This design comes from an exercise in tuning for small area, a short achievable clock period and few clock cycles per item on the open sky130 flow, not from production work.
Only simulation tests tie the RTL to the original design; equivalence was not proved.
Power is estimated from default activity; no workload was simulated.

## run A
Design pointer_motion_scaler_unit, start of the top module:
module pointer_motion_scaler_unit (
  input  logic               clk,
  input  logic               rst,
  input  logic               ev_valid,
  output logic               ev_ready,
  input  logic               ev_func,
  input  logic [2:0]         ev_event_kind,
  input  logic signed [15:0] ev_motion_value,
  input  logic               ev_sync_flag,
  input  logic [2:0]         ev_action,
  output logic               res_valid,
  input  logic               res_ready,
  output logic signed [15:0] res_scaled_value,
  output logic               res_keep_event
);
make LEC_CHECK=0 ABC_AREA=1 CAP_MARGIN=20 CORE_MARGIN=2 CORE_UTILIZATION=40 CTS_BUF_LIST=sky130_fd_sc_hd__clkbuf_8 CTS_CLUSTER_SIZE=30 SETUP_SLACK_MARGIN=5 SLEW_MARGIN=20 finish   # period 10.0 ns
run.sh (not shown) runs the stock make flow with config.mk's settings and CLKGATE_MAP_FILE= SYNTH_SCRIPT=/design/flow/synth_recipe.tcl, a recipe that flattens the netlist after the stock synthesis.
Run A closes out successfully: all stages finished, all timing, DRC and antenna checks passed.
Testbench counts of run A, summed over its fixed seeds: cycles 8,012, items 8,000.
For run B, these inputs were changed with respect to run A:
Settings: changing CAP_MARGIN from 20 to 5; removing CTS_CLUSTER_SIZE (formerly 30); changing SLEW_MARGIN from 20 to 5.
Notes after the runs:
Delta (run B minus run A): share of async-settable or async-resettable flops after synthesis flat; final cell count without fillers flat; complex-gate fraction of the synthesized area flat; power flat; synthesized netlist net count flat.
Leakage component of the power came out exactly the same in run A and run B.
Re proportion of layout cells with a drive suffix above 1: no difference whatsoever between run B and run A.
Run B -> run A: share of synthesized area occupied by flip-flops and latches delta 0, exact match
Largest fanout of any net on the critical path came out exactly the same in run A and run B.
Input-level comparison between run C and run B:
Settings: CAP_MARGIN changed from 5 to 20; CTS_BUF_LIST removed (was sky130_fd_sc_hd__clkbuf_8); SLEW_MARGIN changed from 5 to 20.
==> comparison <==
~same number of flip-flops and latches in run C and run B
STATUS clock skew: run C wins against run B
Status: global placer's final weighted congestion parity (run B, run C)
Final wirelength: run C vs run B, no meaningful difference

Starting RTL as in the previous note.
make LEC_CHECK=0 ABC_AREA=1 CAP_MARGIN=20 CORE_MARGIN=2 CORE_UTILIZATION=40 CTS_BUF_LIST=sky130_fd_sc_hd__clkbuf_8 SETUP_SLACK_MARGIN=5 SLEW_MARGIN=20 TNS_END_PERCENT=10 finish   # period 10.0 ns
Testbench counts at the start, summed over its fixed seeds: cycles 8,012, items 8,000.
Next try:
CTS_BUF_LIST = sky130_fd_sc_hd__clkbuf_4 sky130_fd_sc_hd__clkbuf_8   (was sky130_fd_sc_hd__clkbuf_8)
CTS_CLUSTER_SIZE = 25   (was default)
TNS_END_PERCENT = default   (was 10)
What happened: Cell area came out higher slightly. Core utilization came out higher by 0.22 points. Worst setup slack gains 45 ps. Die area does not change.

run 1:
Another version of the RTL of pointer_motion_scaler_unit (not shown whole).
Size: about 1600 cells after synthesis, roughly 120 flip-flops, roughly 0.011 sq mm of cells after synthesis.
clock: 10.0 ns
lec_check: 0
abc_area: 1
cap_margin: 20
core_margin: 2
core_utilization: 40
cts_buf_list: sky130_fd_sc_hd__clkbuf_8
gpl_routability_driven: 0
gpl_timing_driven: 1
setup_slack_margin: 5
slew_margin: 20
Run 1 finished all stages; the layout is clean.
Testbench counts of run 1, summed over its fixed seeds: cycles 8,012, items 8,000.
The inputs of run 2 differ from those of run 1 as listed below.
Settings: CTS_CLUSTER_SIZE now 40, previously not set; GPL_ROUTABILITY_DRIVEN no longer set, was 0; GPL_TIMING_DRIVEN no longer set, was 1; CTS_CLUSTER_DIAMETER now 200, previously not set.
## What came out
Against run 1, run 2 reports a met1 demand-to-capacity share in global routing that is higher.
Higher clock-buffer cell count among run 2 and run 1: run 2
The final cell count of run 2 falls short of that of run 1 by 10.
On total of plain and repair buffers excluding clock buffers: between run 2 and run 1, it ends up higher for run 1.
Final period utilization of run 1 is on par with run 2.
The final period demand of the worst path on run 2 is in line with that on run 1.
Between run 2 and run 1, the upper clock frequency limit figures differ only marginally.
Taking run 1 as the reference point, the net switching power of run 2 falls by about 1.4%.
Relative to run 2, the following input files were edited for run 3:
Settings: CTS_CLUSTER_DIAMETER: 200 -> unset; CTS_CLUSTER_SIZE: 40 -> 30.
--- outcome ---
Per the comparison of run 3 with run 2, part of the total power dissipated in the clock network held steady, post-synthesis cell type count held steady. Run 2 → run 3: share of power burned in combinational logic saw little to no change, synthesized area shows no meaningful change, first-pass GRT wire length level, cell area saw little to no change, worst clock skew on the final layout did not really move. As far as sequential cell count goes, run 3 and run 2 are indistinguishable; the numbers are identical.

## static timing again, ports no longer ideal
The results above use ideal ports. As a check the final layouts listed here were re-extracted and re-timed, cells and wires unchanged. Step 1: set_driving_cell puts a clkbuf_16 on clk and a buf_2 on each other input, an assumption about the parent block. Step 2 adds t to the input delays and takes it off the output delays; t is the mean of the earliest and latest rising clock arrival at the registers after step 1. Input paths then give back, and output paths get back, about the clock's delay inside the block. Slacks: ideal ports / drivers / drivers and shift; pairs: ideal ports / drivers.
| run | t (ns) | setup WS [ns] | slew at the worst register clock pin (ns) | worst slew at a driven data input, ns | pins driven straight from the clock port |
|---|---|---|---|---|---|
| run A | 0.474 | 5.110 / 5.091 / 4.660 | 0.09 / 0.09 | 0.04 | 1 |
| run B | 0.474 | 5.110 / 5.091 / 4.660 | 0.09 / 0.09 | 0.04 | 1 |
| run C | 0.446 | 5.076 / 5.092 / 4.651 | 0.06 / 0.06 | 0.04 | 1 |
| the first run of note 2 | 0.475 | 5.065 / 5.045 / 4.615 | 0.08 / 0.08 | 0.04 | 1 |
| the second run of note 2 | 0.474 | 5.110 / 5.091 / 4.660 | 0.09 / 0.09 | 0.04 | 1 |
| run 1 | 0.499 | 5.126 / 5.099 / 4.683 | 0.09 / 0.09 | 0.03 | 1 |
| run 2 | 0.476 | 5.123 / 5.097 / 4.710 | 0.09 / 0.09 | 0.03 | 1 |
| run 3 | 0.476 | 5.123 / 5.097 / 4.710 | 0.09 / 0.09 | 0.03 | 1 |
After both steps setup and hold are still met in every run listed.
